This design comes from an exercise in tuning for small area, a short achievable clock period and few clock cycles per item on the open sky130 flow, not from production work. RTL that was checked went through simulation tests only; none was proved equivalent to the original. Power is estimated from default activity; no workload was simulated.

// battery_soc_power_mode_controller
module battery_soc_power_mode_controller
(
  input  logic                clk,
  input  logic                rst,
  input  logic                s_tvalid,
  output logic                s_tready,
  input  logic [bspmc_pkg::OpW-1:0]      s_tuser,
  input  logic [bspmc_pkg::InDatW-1:0]   s_tdata,
  output logic                m_tvalid,
  input  logic                m_tready,
  output logic [bspmc_pkg::OutDatW-1:0]  m_tdata,
  input  logic                cfg_valid,
  output logic                cfg_ready,
  input  logic [bspmc_pkg::CfgIdxW-1:0]  cfg_index,
  input  logic [bspmc_pkg::CfgDatW-1:0]  cfg_data
);
For scale: roughly 2600 cells after synthesis, about 200 flip-flops, roughly 180 I/O pins.
export LEC_CHECK = 0
export CAP_MARGIN = 20
export CORE_MARGIN = 2
export CORE_UTILIZATION = 40
export PLACE_DENSITY = 0.6
export SETUP_SLACK_MARGIN = 2.0
export SLEW_MARGIN = 20
export TNS_END_PERCENT = 100
create_clock -name core_clock -period 5.0 [get_ports {clk}]
standard.sh (not shown) runs the stock make flow with config.mk's settings and CLKGATE_MAP_FILE= SYNTH_SCRIPT=/design/flow/synth_recipe.tcl, a recipe that flattens the netlist after the stock synthesis.
==> flow/flow/run.sh <==
#!/bin/bash
# Standard ORFS layout (the standard.sh), except that synthesis maps with
# the delay-driven ABC script in flow/abc_speed.script and without the adder
# cell mapping, and the port buffers start as buf_1 cells.
set -euo pipefail
rm -rf scripts_abc
cp -r "$FLOW_HOME/scripts" scripts_abc
cp flow/abc_speed.script scripts_abc/abc_speed.script
bash standard.sh SCRIPTS_DIR="$PWD/scripts_abc" ADDER_MAP_FILE= BUFFER_PORTS_ARGS="-buffer_cell sky130_fd_sc_hd__buf_1"  finish > standard.log 2>&1
==> flow/flow/abc_speed.script <==
strash
dch
map -D 1000
topo
stime -c
buffer -c
upsize -c -D 1000
dnsize -c -D 1000
The starting point produced a clean layout.
Testbench counts at the start, summed over its fixed seeds: cycles 12,008, items 12,000.
Next try:
--- a/flow/flow/run.sh
+++ b/flow/flow/run.sh
@@ -7,3 +7,3 @@
 cp -r "$FLOW_HOME/scripts" scripts_abc
 cp flow/abc_speed.script scripts_abc/abc_speed.script
-bash standard.sh SCRIPTS_DIR="$PWD/scripts_abc" ADDER_MAP_FILE= BUFFER_PORTS_ARGS="-buffer_cell sky130_fd_sc_hd__buf_1"  finish > standard.log 2>&1
+bash standard.sh SCRIPTS_DIR="$PWD/scripts_abc" ADDER_MAP_FILE= BUFFER_PORTS_ARGS="-buffer_cell sky130_fd_sc_hd__buf_1" CTS_ARGS='-sink_clustering_enable -repair_clock_nets -dont_use_dummy_load -buf_list {sky130_fd_sc_hd__clkbuf_8 sky130_fd_sc_hd__clkbuf_16}' finish > standard.log 2>&1
==> flow/flow/abc_speed.script (replaced) <==
strash
balance
rewrite
refactor
balance
rewrite
rewrite -z
balance
refactor -z
rewrite -z
balance
dch
map -D 1500
topo
stime -c
buffer -c
upsize -c -D 1500
dnsize -c -D 1500
Result:
- combinational power drops by about 10%
- via count came out lower by 19%
- core utilization goes up by 0.33 points
- cell count fell by 17%
- sequential cell count does not change
- clock skew goes up by 25 ps
- register-to-register slack gains 60 ps
- synthesized area went down by 13%

---

Starting RTL as in the previous note.
clock: 5.0 ns
lec_check: 0
cap_margin: 20
core_margin: 2
core_utilization: 40
place_density: 0.6
setup_slack_margin: 2.4
slew_margin: 20
tns_end_percent: 100
==> flow/flow/run.sh <==
#!/bin/bash
# Standard ORFS layout (the standard.sh), except that synthesis maps with
# the delay-driven ABC script in flow/abc_speed.script and without the adder
# cell mapping, and the port buffers start as buf_1 cells.
set -euo pipefail
rm -rf scripts_abc
cp -r "$FLOW_HOME/scripts" scripts_abc
cp flow/abc_speed.script scripts_abc/abc_speed.script
bash standard.sh SCRIPTS_DIR="$PWD/scripts_abc" ADDER_MAP_FILE= BUFFER_PORTS_ARGS="-buffer_cell sky130_fd_sc_hd__buf_1" CTS_ARGS='-sink_clustering_enable -repair_clock_nets -dont_use_dummy_load -buf_list {sky130_fd_sc_hd__clkbuf_4 sky130_fd_sc_hd__clkbuf_8}' finish > standard.log 2>&1
==> flow/flow/abc_speed.script <==
strash
dch
map -D 1500
topo
stime -c
buffer -c
upsize -c -D 1500
dnsize -c -D 1500
The baseline produced a clean layout.
Testbench counts at the start, summed over its fixed seeds: cycles 12,008, items 12,000.
Rerun with:
==> flow/flow/abc_speed.script (replaced) <==
strash
dch
map -D 1750
topo
stime -c
buffer -c
upsize -c -D 1750
dnsize -c -D 1750
SETUP_SLACK_MARGIN = 2.0   (was 2.4)
The changed run passed the timing, design-rule and antenna checks. Power decreases by a little under a tenth. Cell count shrinks by a few percent. Count of clock-buffer cells in the layout is unchanged. Synthesized area is lower by a few percent.
Rerun with:
CORE_UTILIZATION = 55   (was 40)
PLACE_DENSITY = 0.75   (was 0.6)
SETUP_SLACK_MARGIN = 2.2   (was 2.0)
Outcome:
- The new run finished clean
- fmax grows by 1.7%
- clock power hardly moves
- synthesized area does not change
- final cell count shrinks by 3.6%
- hold slack improved by 0.0058 ns

---

Another version of the RTL of battery_soc_power_mode_controller (not shown whole).
For scale: about 1900 cells after synthesis, about 200 flip-flops, about 15000 µm² of cells after synthesis.
==> flow/config.mk <==
export PLATFORM = sky130hd
export DESIGN_NAME = battery_soc_power_mode_controller
export DESIGN_NICKNAME = battery_soc_power_mode_controller
export VERILOG_FILES = /design/flow/design.v
export SDC_FILE = /design/flow/constraint.sdc
export NUM_CORES = 4
export LEC_CHECK = 0
export CAP_MARGIN = 20
export CORE_MARGIN = 2
export CORE_UTILIZATION = 40
export PLACE_DENSITY = 0.6
export SLEW_MARGIN = 20
==> flow/constraint.sdc <==
create_clock -name core_clock -period 5.0 [get_ports {clk}]
set_input_delay 1.0000 -clock core_clock [delete_from_list [all_inputs] [get_ports {clk}]]
set_output_delay 1.0000 -clock core_clock [all_outputs]
set_load 0.01 [all_outputs]
run.sh (not shown) runs the stock make flow with config.mk's settings and CLKGATE_MAP_FILE= SYNTH_SCRIPT=/design/flow/synth_recipe.tcl, a recipe that flattens the netlist after the stock synthesis.
Stock flow here: none of the scripts above is used.
The starting point completed without violations.
Rerun with:
- SETUP_SLACK_MARGIN: default -> 2.0
- TNS_END_PERCENT: default -> 100
After rerunning:
- die area is unchanged
- worst setup slack gains 0.47 ns
- final cell count climbs by 3.4%
- wire length went up by 5.5%
- count of clock-buffer cells in the layout shrinks by 1
Rerun with:
==> flow/flow/run.sh (new file) <==
#!/bin/bash
# Standard ORFS layout, except that synthesis maps with the delay-driven ABC
# script in flow/abc_speed.script and without the adder cell mapping.
set -euo pipefail
rm -rf scripts_abc
cp -r "$FLOW_HOME/scripts" scripts_abc
cp flow/abc_speed.script scripts_abc/abc_speed.script
bash standard.sh SCRIPTS_DIR="$PWD/scripts_abc" ADDER_MAP_FILE= finish > standard.log 2>&1
==> flow/flow/abc_speed.script (new file) <==
strash
dch
map -D 2000
topo
stime -c
buffer -c
upsize -c -D 2000
dnsize -c -D 2000
==> flow/standard.sh (new file) <==
#!/bin/bash
# synth_recipe.tcl (not shown) runs the flow's synth.tcl, then flattens the netlist and writes it again
# the make line also repeats each setting of config.mk as NAME=value (left out here)
make -C /OpenROAD-flow-scripts/flow DESIGN_CONFIG=/design/flow/config.mk WORK_HOME=/design/flow/orfs CLKGATE_MAP_FILE= SYNTH_SCRIPT=/design/flow/synth_recipe.tcl "${@:-finish}"
- SETUP_SLACK_MARGIN: 2.0 -> default
- TNS_END_PERCENT: 100 -> default
removed: flow/run.sh
Clock skew decreases by 0.0032 ns.
Final cell count is about the same.
Clock-buffer cell count increases by 2.
First-iteration DRC count decreases by 8.5%.
Utilization decreases by 4.9 points.
Rerun with:
==> flow/flow/run.sh (replaced) <==
#!/bin/bash
# Standard ORFS layout, except that synthesis maps with the delay-driven ABC
# script in flow/abc_speed.script and without the adder cell mapping, and the
# port buffers are sky130_fd_sc_hd__buf_1.
set -euo pipefail
rm -rf scripts_abc
cp -r "$FLOW_HOME/scripts" scripts_abc
cp flow/abc_speed.script scripts_abc/abc_speed.script
bash standard.sh SCRIPTS_DIR="$PWD/scripts_abc" ADDER_MAP_FILE= BUFFER_PORTS_ARGS="-buffer_cell sky130_fd_sc_hd__buf_1" finish > standard.log 2>&1
- SETUP_SLACK_MARGIN: default -> 2.0
- TNS_END_PERCENT: default -> 100
=> Power increases slightly; die area does not change; worst hold slack barely changes; final area increases by a few percent; setup slack is better by 0.76 ns; synthesized cell count is unchanged; via count increases by a few percent; area after synthesis stays the same; routed wire length went up by a few percent; critical path depth grows by 2.
No run of this note included a check of the RTL's function; only the layout flow was run.

---

Another version of the RTL of battery_soc_power_mode_controller (not shown whole).
For scale: about 2,000 cells after synthesis, about 190 flip-flops, ~180 I/O pins, about 15,000 sq um of cells after synthesis.
Design battery_soc_power_mode_controller, start of the top module:
module battery_soc_power_mode_controller
(
  input  logic                clk,
  input  logic                rst,
  input  logic                s_tvalid,
  output logic                s_tready,
  input  logic [bspmc_pkg::OpW-1:0]      s_tuser,
  input  logic [bspmc_pkg::InDatW-1:0]   s_tdata,
  output logic                m_tvalid,
  input  logic                m_tready,
  output logic [bspmc_pkg::OutDatW-1:0]  m_tdata,
  input  logic                cfg_valid,
  output logic                cfg_ready,
  input  logic [bspmc_pkg::CfgIdxW-1:0]  cfg_index,
  input  logic [bspmc_pkg::CfgDatW-1:0]  cfg_data
);
  localparam int SocW   = bspmc_pkg::SocW;
  localparam int CountW = bspmc_pkg::CountW;
  localparam int ModeW  = bspmc_pkg::ModeW;
  localparam int SwW    = bspmc_pkg::SwW;
  logic [SocW-1:0]              crit_th;
  logic [SocW-1:0]              surv_th;
  logic [SocW-1:0]              lowpwr_th;
  logic [bspmc_pkg::VoltW-1:0]  charged_mv;
  logic [bspmc_pkg::SStepW-1:0] soc_step;
  logic [bspmc_pkg::CStepW-1:0] charge_step;
  logic [CountW-1:0]            capacity;
  logic [ModeW-1:0]  current_mode, current_mode_next;
  logic [ModeW-1:0]  applied_mode, applied_mode_next;
  logic [SwW-1:0]    switch_pattern, switch_pattern_next;
  logic [SocW-1:0]   soc_est, soc_est_next;
  logic [CountW-1:0] charge_total, charge_total_next;
  logic              updated, updated_next;
  logic              accept;
  logic [2:0]                  op;
  logic                        dir;
  logic [bspmc_pkg::VoltW-1:0] volt;
  logic [ModeW-1:0]            mval;
  logic [15:0]                 prim, redu;
  logic [SocW-1:0]             sinit;
  assign op    = s_tuser;
  assign dir   = s_tdata[0];
  assign volt  = s_tdata[13:1];
  assign mval  = s_tdata[21:14];
  assign prim  = s_tdata[37:22];
  assign redu  = s_tdata[53:38];
  assign sinit = s_tdata[77:54];
  assign cfg_ready = 1'b1;
  assign s_tready  = !m_tvalid || m_tready;
  assign accept    = s_tvalid && s_tready;
  always_ff @(posedge clk) begin
    if (rst) begin
      crit_th     <= bspmc_pkg::RST_CRIT_TH;
      surv_th     <= bspmc_pkg::RST_SURV_TH;
      lowpwr_th   <= bspmc_pkg::RST_LOWPWR_TH;
      charged_mv  <= bspmc_pkg::RST_CHARGED_MV;
      soc_step    <= bspmc_pkg::RST_SOC_STEP;
  ...
==> flow/config.mk <==
export PLATFORM = sky130hd
export DESIGN_NAME = battery_soc_power_mode_controller
export DESIGN_NICKNAME = battery_soc_power_mode_controller
export VERILOG_FILES = /design/flow/design.v
export SDC_FILE = /design/flow/constraint.sdc
export NUM_CORES = 4
export LEC_CHECK = 0
export CAP_MARGIN = 20
export CORE_MARGIN = 2
export CORE_UTILIZATION = 40
export PLACE_DENSITY = 0.6
export SETUP_SLACK_MARGIN = 0
export SLEW_MARGIN = 20
export TNS_END_PERCENT = 100
==> flow/constraint.sdc <==
create_clock -name core_clock -period 5.0 [get_ports {clk}]
set_input_delay 1.0000 -clock core_clock [delete_from_list [all_inputs] [get_ports {clk}]]
set_output_delay 1.0000 -clock core_clock [all_outputs]
set_load 0.01 [all_outputs]
Stock flow here: none of the scripts above is used.
The starting point ran to the end with no violations.
Rerun with:
Settings changed: SETUP_SLACK_MARGIN 0 to 2.0.
Effect:
- hold slack is about the same
- sequential share of layout area is lower by 2.0 points
- routed wire length is higher by 10%
- cell count is higher by 4.0%
No run of this note included a check of the RTL's function; only the layout flow was run.

==> port drivers added, routing unchanged <==
How much do the figures lean on ideal ports? The routed layouts below were timed once more, with nothing changed but the port constraints.
Step 1 sets driving cells, clkbuf_16 on the clock port and buf_2 on the other inputs (assumed; they add their load-dependent delay and slew).
Step 2 moves the port delays by t, midway between the first and last clock arrival at a register: inputs arrive t later, outputs are due t later. That takes back most of the time a late clock gives input paths.
a / b / c = no drivers / after step 1 / after step 2; a / b = the first two.
run | shift t [ns] | setup WS [ns] | worst slew at a driven data input, ns | cell pins on the clock port's net
the first run of note 1 | 0.518 | 2.123 / 2.123 / 1.795 | 0.06 | 1
the second run of note 1 | 0.493 | 2.178 / 2.178 / 1.744 | 0.06 | 1
the first run of note 2 | 0.530 | 2.357 / 2.357 / 1.896 | 0.06 | 1
the second run of note 2 | 0.535 | 2.120 / 2.120 / 1.705 | 0.07 | 1
the third run of note 2 | 0.512 | 2.169 / 2.169 / 1.730 | 0.07 | 1
the first run of note 3 | 0.510 | 0.843 / 0.843 / 0.843 | 0.06 | 1
the second run of note 3 | 0.516 | 1.315 / 1.315 / 0.989 | 0.07 | 1
the third run of note 3 | 0.504 | 1.163 / 1.163 / 0.800 | 0.05 | 1
the fourth run of note 3 | 0.490 | 1.919 / 1.919 / 1.501 | 0.07 | 1
the first run of note 4 | 0.518 | 0.886 / 0.886 / 0.886 | 0.05 | 1
the second run of note 4 | 0.508 | 1.567 / 1.567 / 1.347 | 0.05 | 1
After both steps every run listed still meets setup and hold. The setup slack of the first run of note 2, which loses most, moves by 0.000 ns with the drivers and by -0.461 ns with both steps.
